From an optimization exercise on the open Yosys and OpenROAD flow, aimed at small area, a short achievable clock period and few clock cycles; shortcuts taken in it are not production practice.
Only simulation tests tie the RTL to the original design; equivalence was not proved.
No activity file was given, so power comes from the tool's default toggle rates.

==> design.v <==
package hlsm_pkg;
   localparam int MaxLines   = 64;
   localparam int CountWidth = $clog2(MaxLines + 1);
   localparam int DistWidth  = 16;
   localparam int AngleWidth = 15;
   localparam logic [AngleWidth-1:0] TolReset      = 15'd1638;
   localparam logic [AngleWidth-1:0] SkipLowReset  = 15'd12288;
   localparam logic [AngleWidth-1:0] SkipHighReset = 15'd13517;
   localparam int CsrIndexWidth = 2;
   localparam logic [CsrIndexWidth-1:0] CsrMergeTol  = 2'd0;
   localparam logic [CsrIndexWidth-1:0] CsrSkipLow   = 2'd1;
   localparam logic [CsrIndexWidth-1:0] CsrSkipHigh  = 2'd2;
   typedef struct packed {
      logic signed [DistWidth-1:0] distance;
      logic [AngleWidth-1:0]       angle;
   } line_type;
   typedef struct packed {
      logic insert;   
      logic shift;    
   } cell_ctl_type;
   typedef struct packed {
      logic [AngleWidth-1:0] merge_tol;
      logic [AngleWidth-1:0] skip_low;
      logic [AngleWidth-1:0] skip_high;
   } csr_type;
endpackage
module hlsm_cell (
   input  logic                  clock,
   input  hlsm_pkg::cell_ctl_type ctl,
   input  hlsm_pkg::line_type    new_line,
   input  logic                  new_tag,
   input  hlsm_pkg::line_type    prev_line,
   input  logic                  prev_tag,
   input  logic                  prev_keep,
   input  hlsm_pkg::line_type    next_line,
   input  logic                  next_tag,
   input  logic                  next_keep,
   input  logic                  occupied,
   input  logic                  complete,
   output hlsm_pkg::line_type    line_out,
   output logic                  tag_out,
   output logic                  keep_out
);
   hlsm_pkg::line_type line_ff;
   hlsm_pkg::line_type line_in;
   logic               tag_ff;
   logic               tag_in;
   assign keep_out = complete
                  || (occupied && ($signed(line_ff.distance) >= $signed(new_line.distance)));
   always_comb begin
      line_in = line_ff;
      tag_in  = tag_ff;
      if (ctl.insert && ctl.shift) begin
         if (next_keep) begin
            line_in = next_line;
            tag_in  = next_tag;
         end else if (keep_out) begin
            line_in = new_line;
            tag_in  = new_tag;
         end
      end else if (ctl.insert) begin
         if (!keep_out) begin
            line_in = prev_keep ? new_line : prev_line;
            tag_in  = prev_keep ? new_tag : prev_tag;
         end
      end else if (ctl.shift) begin
         line_in = next_line;
         tag_in  = next_tag;
      end
   end
   always_ff @(posedge clock) begin
      line_ff <= line_in;
      tag_ff  <= tag_in;
   end
   assign line_out = line_ff;
   assign tag_out  = tag_ff;
endmodule
module hlsm_walk (
   input  logic                 clock,
   input  logic                 reset,
   input  logic                 active,
   input  hlsm_pkg::line_type   head_line,
   input  logic [hlsm_pkg::AngleWidth-1:0] next_angle,
   input  logic                 last_line,
   input  hlsm_pkg::csr_type    csr,
   output logic                 step,
   output logic                 out_valid,
   input  logic                 out_ready,
   output hlsm_pkg::line_type   out_line,
   output logic                 out_keep,
   output logic                 out_last
);
   localparam int AW = hlsm_pkg::AngleWidth;
   localparam int DW = hlsm_pkg::DistWidth;
   logic signed [DW-1:0] run_distance_ff, run_distance_in;
   logic [AW-1:0]        run_angle_ff, run_angle_in;
   logic                 run_open_ff, run_open_in;
   logic                 em_valid_ff, em_valid_in;
   hlsm_pkg::line_type   em_line_ff, em_line_in;
   logic                 em_last_ff, em_last_in;
   logic                 q0_valid_ff, q0_valid_in, q1_valid_ff, q1_valid_in;
   hlsm_pkg::line_type   q0_line_ff, q0_line_in, q1_line_ff, q1_line_in;
   logic                 q0_keep_ff, q0_keep_in, q1_keep_ff, q1_keep_in;
   logic                 q0_last_ff, q0_last_in, q1_last_ff, q1_last_in;
   logic [AW-1:0]        angle_diff;
   logic                 close;
   logic [AW:0]          angle_sum;
   logic signed [DW:0]   dist_sum;
   logic signed [DW:0]   dist_adj;
   hlsm_pkg::line_type   avg_line;
   logic                 emit;
   hlsm_pkg::line_type   emit_line;
   logic                 em_keep;
   logic                 pop;
   logic                 push;
   assign step = active && !(em_valid_ff && q0_valid_ff && q1_valid_ff);
   assign angle_diff = (head_line.angle > next_angle) ? (head_line.angle - next_angle)
                                                      : (next_angle - head_line.angle);
   assign close      = !last_line && (angle_diff < csr.merge_tol);
   assign angle_sum = {1'b0, run_angle_ff} + {1'b0, head_line.angle};
   assign dist_sum  = {run_distance_ff[DW-1], run_distance_ff}
                    + {head_line.distance[DW-1], head_line.distance};
   assign dist_adj  = dist_sum + {{DW{1'b0}}, dist_sum[DW]};
   assign avg_line.distance = dist_adj[DW:1];
   assign avg_line.angle    = angle_sum[AW:1];
   always_comb begin
      run_distance_in = run_distance_ff;
      run_angle_in    = run_angle_ff;
      run_open_in     = run_open_ff;
      emit            = 1'b0;
      emit_line       = run_open_ff ? avg_line : head_line;
      if (step) begin
         if (!close) begin
            emit            = 1'b1;
            run_distance_in = '0;
            run_angle_in    = '0;
            run_open_in     = 1'b0;
         end else begin
            run_distance_in = emit_line.distance;
            run_angle_in    = emit_line.angle;
            run_open_in     = 1'b1;
         end
      end
   end
   assign pop     = q0_valid_ff && out_ready;
   assign push    = em_valid_ff && (!q1_valid_ff || pop);
   assign em_keep = !((em_line_ff.angle > csr.skip_low) && (em_line_ff.angle < csr.skip_high));
   always_comb begin
      em_valid_in = em_valid_ff && !push;
      em_line_in  = em_line_ff;
      em_last_in  = em_last_ff;
      if (emit) begin
         em_valid_in = 1'b1;
         em_line_in  = emit_line;
         em_last_in  = last_line;
      end
   end
   always_comb begin
      q0_valid_in = q0_valid_ff;
      q0_line_in  = q0_line_ff;
      q0_keep_in  = q0_keep_ff;
      q0_last_in  = q0_last_ff;
      q1_valid_in = q1_valid_ff;
      q1_line_in  = q1_line_ff;
      q1_keep_in  = q1_keep_ff;
      q1_last_in  = q1_last_ff;
      if (pop) begin
         q0_valid_in = q1_valid_ff;
         q0_line_in  = q1_line_ff;
         q0_keep_in  = q1_keep_ff;
         q0_last_in  = q1_last_ff;
         q1_valid_in = 1'b0;
      end
      if (push) begin
         if (!q0_valid_in) begin
            q0_valid_in = 1'b1;
            q0_line_in  = em_line_ff;
            q0_keep_in  = em_keep;
            q0_last_in  = em_last_ff;
         end else begin
            q1_valid_in = 1'b1;
            q1_line_in  = em_line_ff;
            q1_keep_in  = em_keep;
            q1_last_in  = em_last_ff;
         end
      end
   end
   always_ff @(posedge clock) begin
      if (reset) begin
         run_distance_ff <= '0;
         run_angle_ff    <= '0;
         run_open_ff     <= 1'b0;
         em_valid_ff     <= 1'b0;
         q0_valid_ff     <= 1'b0;
         q1_valid_ff     <= 1'b0;
      end else begin
         run_distance_ff <= run_distance_in;
         run_angle_ff    <= run_angle_in;
         run_open_ff     <= run_open_in;
         em_valid_ff     <= em_valid_in;
         q0_valid_ff     <= q0_valid_in;
         q1_valid_ff     <= q1_valid_in;
      end
   end
   always_ff @(posedge clock) begin
      em_line_ff <= em_line_in;
      em_last_ff <= em_last_in;
      q0_line_ff <= q0_line_in;
      q0_keep_ff <= q0_keep_in;
      q0_last_ff <= q0_last_in;
      q1_line_ff <= q1_line_in;
      q1_keep_ff <= q1_keep_in;
      q1_last_ff <= q1_last_in;
   end
   assign out_valid = q0_valid_ff;
   assign out_line  = q0_line_ff;
   assign out_keep  = q0_keep_ff;
   assign out_last  = q0_last_ff;
endmodule
module hough_line_sort_merge (
   input  logic        clock,
   input  logic        reset,
   input  logic [31:0] req_tdata,
   input  logic        req_tlast,
   input  logic        req_tvalid,
   output logic        req_tready,
   output logic [31:0] rsp_tdata,
   output logic        rsp_tuser,    
   output logic        rsp_tlast,
   output logic        rsp_tvalid,
   input  logic        rsp_tready,
   input  logic        csr_valid,
   output logic        csr_ready,
   input  logic [hlsm_pkg::CsrIndexWidth-1:0] csr_index,
   input  logic [hlsm_pkg::AngleWidth-1:0]    csr_data
);
   localparam int N  = hlsm_pkg::MaxLines;
   localparam int CW = hlsm_pkg::CountWidth;
   localparam int DW = hlsm_pkg::DistWidth;
   localparam int AW = hlsm_pkg::AngleWidth;
   logic                in_valid_ff, in_valid_in;
   hlsm_pkg::line_type  in_line_ff, in_line_in;
   logic                in_last_ff, in_last_in;
   logic [CW-1:0]       occ_ff, occ_in;         
   logic [CW-1:0]       cmpl_ff, cmpl_in;       
   logic [CW-1:0]       set_count_ff, set_count_in;
   logic                tag_ff, tag_in;         
   hlsm_pkg::csr_type   csr_ff, csr_in;
   logic                drop;
   logic                consume;
   logic                set_done;
   logic                do_insert;
   logic                walk_step;
   logic                last_line;
   hlsm_pkg::cell_ctl_type ctl;
   logic [N-1:0][DW+AW-1:0] cell_line;   
   logic [N-1:0]        cell_tag;
   logic [N-1:0]        cell_keep;
   hlsm_pkg::line_type  out_line;
   assign csr_ready  = 1'b1;
   assign drop       = (set_count_ff == CW'(N));
   assign consume    = in_valid_ff && (drop || (occ_ff != CW'(N)));
   assign do_insert  = consume && !drop;
   assign set_done   = consume && in_last_ff;
   assign req_tready = !in_valid_ff || consume;
   always_comb begin
      in_valid_in = in_valid_ff && !consume;
      in_line_in  = in_line_ff;
      in_last_in  = in_last_ff;
      if (req_tready) begin
         in_valid_in     = req_tvalid;
         in_line_in.distance = req_tdata[DW-1:0];
         in_line_in.angle    = req_tdata[DW+AW-1:DW];
         in_last_in      = req_tlast;
      end
   end
   assign ctl.insert = do_insert;
   assign ctl.shift  = walk_step;
   always_comb begin
      csr_in = csr_ff;
      if (csr_valid) begin
         unique case (csr_index)
            hlsm_pkg::CsrMergeTol: csr_in.merge_tol = csr_data;
            hlsm_pkg::CsrSkipLow:  csr_in.skip_low  = csr_data;
            hlsm_pkg::CsrSkipHigh: csr_in.skip_high = csr_data;
            default:               csr_in = csr_ff;
         endcase
      end
   end
   always_comb begin
      occ_in       = occ_ff + CW'(do_insert) - CW'(walk_step);
      cmpl_in      = set_done ? occ_in : (cmpl_ff - CW'(walk_step));
      set_count_in = set_done ? '0 : (set_count_ff + CW'(do_insert));
      tag_in       = tag_ff ^ set_done;
   end
   always_ff @(posedge clock) begin
      if (reset) begin
         in_valid_ff      <= 1'b0;
         occ_ff           <= '0;
         cmpl_ff          <= '0;
         set_count_ff     <= '0;
         tag_ff           <= 1'b0;
         csr_ff.merge_tol <= hlsm_pkg::TolReset;
         csr_ff.skip_low  <= hlsm_pkg::SkipLowReset;
         csr_ff.skip_high <= hlsm_pkg::SkipHighReset;
      end else begin
         in_valid_ff  <= in_valid_in;
         occ_ff       <= occ_in;
         cmpl_ff      <= cmpl_in;
         set_count_ff <= set_count_in;
         tag_ff       <= tag_in;
         csr_ff       <= csr_in;
      end
   end
   always_ff @(posedge clock) begin
      in_line_ff <= in_line_in;
      in_last_ff <= in_last_in;
   end
   for (genvar i = 0; i < N; i++) begin : g_cell
      hlsm_pkg::line_type prev_line;
      hlsm_pkg::line_type next_line;
      logic               prev_tag;
      logic               next_tag;
      logic               prev_keep;
      logic               next_keep;
      logic               occupied;
      logic               complete;
      assign occupied = (CW'(i) < occ_ff);
      assign complete = (CW'(i) < cmpl_ff);
      if (i == 0) begin : g_head
         assign prev_line = in_line_ff;
         assign prev_tag  = tag_ff;
         assign prev_keep = 1'b1;
      end else begin : g_body
         assign prev_line = cell_line[i-1];
         assign prev_tag  = cell_tag[i-1];
         assign prev_keep = cell_keep[i-1];
      end
      if (i == N - 1) begin : g_tail
         assign next_line = '0;
         assign next_tag  = 1'b0;
         assign next_keep = 1'b0;
      end else begin : g_mid
         assign next_line = cell_line[i+1];
         assign next_tag  = cell_tag[i+1];
         assign next_keep = cell_keep[i+1];
      end
      hlsm_cell u_cell (
         .clock     (clock),
         .ctl       (ctl),
         .new_line  (in_line_ff),
         .new_tag   (tag_ff),
         .prev_line (prev_line),
         .prev_tag  (prev_tag),
         .prev_keep (prev_keep),
         .next_line (next_line),
         .next_tag  (next_tag),
         .next_keep (next_keep),
         .occupied  (occupied),
         .complete  (complete),
         .line_out  (cell_line[i]),
         .tag_out   (cell_tag[i]),
         .keep_out  (cell_keep[i])
      );
   end
   assign last_line = (cmpl_ff < CW'(2)) || (cell_tag[1] != cell_tag[0]);
   hlsm_walk u_walk (
      .clock      (clock),
      .reset      (reset),
      .active     (cmpl_ff != '0),
      .head_line  (cell_line[0]),
      .next_angle (cell_line[1][AW-1:0]),
      .last_line  (last_line),
      .csr        (csr_ff),
      .step       (walk_step),
      .out_valid  (rsp_tvalid),
      .out_ready  (rsp_tready),
      .out_line   (out_line),
      .out_keep   (rsp_tuser),
      .out_last   (rsp_tlast)
   );
   assign rsp_tdata = {1'b0, out_line.angle, out_line.distance};
endmodule
==> run.sh <==
#!/bin/bash
# synth_recipe.tcl (not shown) runs the flow's synth.tcl, then flattens the netlist and writes it again
# the make line also repeats each setting of config.mk as NAME=value (left out here)
make -C /OpenROAD-flow-scripts/flow DESIGN_CONFIG=/design/flow/config.mk WORK_HOME=/design/flow/orfs CLKGATE_MAP_FILE= SYNTH_SCRIPT=/design/flow/synth_recipe.tcl finish
==> config.mk <==
export PLATFORM = sky130hd
export DESIGN_NAME = hough_line_sort_merge
export DESIGN_NICKNAME = hough_line_sort_merge
export VERILOG_FILES = /design/flow/design.v
export SDC_FILE = /design/flow/constraint.sdc
export NUM_CORES = 4
export LEC_CHECK = 0
export CAP_MARGIN = 20
export CORE_MARGIN = 2
export CORE_UTILIZATION = 40
export SLEW_MARGIN = 20
==> constraint.sdc <==
create_clock -name core_clock -period 8.0 [get_ports {clock}]
set_input_delay 1.6000 -clock core_clock [delete_from_list [all_inputs] [get_ports {clock}]]
set_output_delay 1.6000 -clock core_clock [all_outputs]
set_load 0.01 [all_outputs]
==> out/qor.csv <==
stage;metric;value;unit
floorplan;Die Width;634;microns
synth;asr flop ratio synth;0;%
min_path;WHS Path Cells;0;
grt;Overall Global Routing Usage;28.5;%
floorplan;num ports;92;
setup_path;CP max FO;19;
pwr;combinational share of power;50.9;%
grt;largest net degree at the start of global routing;156;
finish;Non-Filler Instances;21400;
finish;synth-to-layout area growth;9.49;%
job;number of max-cap violations;0;
finish;most common cell after layout, fill and taps aside;nor2_1;
place;DP Area;165000;sq um
place;Final GP Congestion;0.930;
grt;first-pass GRT wire length;886000;microns
drt;DR vias/cell;6.57;
grt;vias in the first global route;131000;
drt;Final ANT Viol Nets;0;
pwr;Int Pwr;47.7;mW
pwr;pwr dens;505;nW/um^2
timing;Slew Limit Headroom;9.46;%
drt;TritonRoute pass-1 iters;9;
setup_path;crit-path cells;inv_1, ha_1, nor2b_1, o31ai_1, a21oi_1, a311o_1, a2111oi_2, nor3b_1, o21a_1, mux2i_1, xnor2_1, ha_1, a21o_1, a21oi_1, nor2b_1, a2111oi_1, and3_1, nand2_1, o21ai_0;
place;Buffers on Ports;88;
timing;Slew Viols, Final;0;
floorplan;row count;231;
synth;Net Count, Synth;17800;
timing;period utilization;78.2;%
timing;final setup TNS;0;ns
drt;DRC viols;0;
setup_path;Worst setup SP type;flop;
floorplan;DIE HEIGHT;634;microns
finish;commonest cells after routing, fill and taps aside;nor2_1 (2574), edfxtp_1 (2145), o22ai_1 (1304);
synth;share of the synthesized area in the top cell type;40.6;%
setup_path;Setup CP Type;reg -> reg;
place;DP Cell Count;20900;
clock_tree;worst-skew pair later-pin latency;0.95;ns
setup_path;Crit path required time;8.85;ns
synth;YS warnings;3;
drt;wire per inst;27.9;microns
synth;Synth area leader;edfxtp_1;
synth;Syn Inst Count;16600;
floorplan;die area;402000;sq um
timing;Worst-Margin Slew;1.35;ns
setup_path;path depth of the worst reg2reg path;19;
status;status;no timing/DRC/antenna violations;
setup_path;CP delay by family, top;compound AO/OA/AOI/OAI gates;
clock_tree;cts hold-fix bufs;0;
timing;RSZ-0062 raised after global routing;false;
floorplan;Core ar.;396000;sq um
grt;antenna violations before repair;21;
finish;Final Cell Area;174000;sq um
clock_tree;clock transition at the registers of the reported paths;0.06;ns
setup_path;CP max stage cell;and3_1;
timing;Final Hold Vio Count;0;
synth;Syn Area/Cell;9.55;sq um
pwr;Seq pwr share;34.6;%
synth;Netlist Area Pre-Place;159000;sq um
drt;First DRT Iteration DRCs;18900;
setup_path;worst path buffer plus inverter count;1;
floorplan;Starting Density;40.1;%
drt;Vias;141000;
place;pre-CTS WS;1.58;ns
clock_tree;Num CTS Buffers;280;
timing;clock skew;0.0533;ns
setup_path;crit end category;flop;
pwr;Tot Pwr;87.8;mW
timing;Setup Viol. Count Final;0;
place;HPWL after DPL;410000;microns
timing;Tmin final;6.26;ns
finish;Net count, final;17200;
synth;ranking of synthesized cells by area;edfxtp_1 (41%), ha_1 (9.1%), nor2_1 (6.1%);
clock_tree;CTS tree;done;
setup_path;critical path's largest stage delay;0.88;ns
finish;share of layout cells above drive strength 1;11.2;%
grt;final global-route overflow total;0;
min_path;Worst Hold Class;reg -> reg;
synth;Netlist cell types;110;
timing;f_max;160;MHz
pwr;Sw Share;45.7;%
timing;PnR worst setup slack;1.74;ns
clock_tree;CTS Buffer Depth;4;
synth;Post-synth EDFFs;2145;
clock_tree;clk root buf;clkbuf_16;
setup_path;CP Data Arrival Time;7.11;ns
drt;WL final;598000;microns
setup_path;Reg2Reg Setup Slack;1.74;ns
synth;Synth Flop Type;edfxtp_1;
setup_path;Crit path depth;19;
clock_tree;CTS sink count;2281;
pwr;Leak;64.7;nW
synth;register area share after synthesis;42.3;%
synth;Seq cells post-synth;2281;
pwr;clock share of power;14.4;%
clock_tree;CTS resizes;0;
pwr;peak supply drop;341;uV
pwr;P_sw;40.1;mW
clock_tree;setup bufs post-CTS;0;
clock_tree;H-tree depth reported by CTS;5;
[final cells by class]
cell class / count / area, sq um
timing repair buffer: 537 / 4720
sequential: 2281 / 67100
fill: 37600 / 222000
clock inverter: 143 / 1150
clock buffer: 358 / 7580
tap: 5242 / 6560
multi-input combinational: 12500 / 85300
antenna: 14 / 35.0
inverter: 364 / 1450
[worst reg2reg max path: stages, from the launching register on]
cell and delay [ns]:
edfxtp_1 0.56, inv_1 0.15, ha_1 0.36, nor2b_1 0.15, o31ai_1 0.30, a21oi_1 0.17, a311o_1 0.43, a2111oi_2 0.49
nor3b_1 0.10, o21a_1 0.44, mux2i_1 0.28, xnor2_1 0.16, ha_1 0.27, a21o_1 0.16, a21oi_1 0.14, nor2b_1 0.06
a2111oi_1 0.69, and3_1 0.88, nand2_1 0.19, o21ai_0 0.19
[path summary, 6_finish.rpt]
| path | end | start |
|---|---|---|
| max | u_walk.run_distance_ff[14] | g_cell[1].u_cell.line_ff[1] |
| min | u_walk.q1_line_ff[18] | u_walk.em_line_ff[18] |
| max reg2reg | u_walk.run_distance_ff[14] | g_cell[1].u_cell.line_ff[1] |
| min reg2reg | u_walk.q1_line_ff[18] | u_walk.em_line_ff[18] |
[cells in the mapped netlist (74+ instances only)]
cell type / number
a211oi_1: 538
a21o_1: 261
a21oi_1: 959
a221oi_1: 158
a2bb2oi_1: 131
a31oi_1: 131
buf_1: 95
buf_2: 219
clkbuf_1: 1133
dfxtp_1: 136
edfxtp_1: 2145
ha_1: 1153
inv_1: 359
mux2_2: 190
mux2i_1: 655
nand2_1: 672
nand3_1: 199
nand4_1: 233
nor2_1: 2587
nor2b_1: 94
nor3_1: 938
nor4_1: 74
o211ai_1: 115
o21a_1: 97
o21ai_0: 452
o221a_2: 415
o22a_1: 196
o22ai_1: 1307
o32ai_1: 97
[per-layer routing]
layer,GRT usage [%],up-vias,part of all wire [%]
li1,-,63400,-
met1,40.6,68800,42
met2,42.0,7644,43
met3,5.23,1155,10
met4,12.8,8,4.9
met5,0,-,0.010
[flip-flops by register name (all words and copies together) (netlist names), 7 cells and up]
signal	flops
u_walk.q0_line_ff	31
u_walk.run_distance_ff	16
u_walk.q1_line_ff	31
in_line_ff	31
g_cell.u_cell.line_ff	1984
cmpl_ff	7
u_walk.run_angle_ff	15
u_walk.em_line_ff	31
g_cell.u_cell.tag_ff	64
set_count_ff	7
csr_ff	45
occ_ff	7
[through the flow]
step	hold slack [ns]	utilization (%)
after floorplan	0.427	-
after global placement	0.434	41.7
after detailed placement	0.435	41.7
after CTS	0.451	43.9
after global routing	0.466	43.9
final	0.452	44.0
[power groups by stage]
stage | clock network (mW) | registers [mW] | logic (mW)
2_1_floorplan | 0 | 27.6 | 32.8
3_3_place_gp | 0 | 30.2 | 42.8
3_5_place_dp | 0 | 30.3 | 43.8
4_1_cts | 12.8 | 30.0 | 43.9
5_1_grt | 13.2 | 30.9 | 48.9
6_report | 12.7 | 30.4 | 44.7
[cells by family after synthesis]
logic type                 share of synthesized area (%)
buffers and inverters                               4.64
adders and majority gates                           9.15
AOI/OAI and AO/OA                                   24.0
DFF                                                 42.3
xor gates and xnor gates                           0.403
muxes                                               5.49
other                                            0.00473
and+or+nand+nor                                     14.0
Testbench counts, summed over its fixed seeds: cycles 15,334.

==> separate check: timing with driven ports <==
In the flow no input, the clock included, has a driving cell. The finished layout below was timed again as built, in two steps.
Step 1 assumes that a clkbuf_16 drives the clock port and a buf_2 every other input.
Step 2, shift: input delay + t, output delay - t, t = (earliest + latest rising clock arrival at the registers) / 2. This alone moves slack from input paths to output paths.
Slacks: no drivers / after step 1 / after step 2; pairs: no drivers / after step 1.
t (ns): 1.034
setup slack, ns: 1.740 / 1.740 / 1.740
worst register clock-pin slew, ns: 0.07 / 0.07
After both steps setup and hold are still met in this run. For this run, drivers alone change the setup slack by 0.000 ns; drivers and shift together by 0.000 ns.
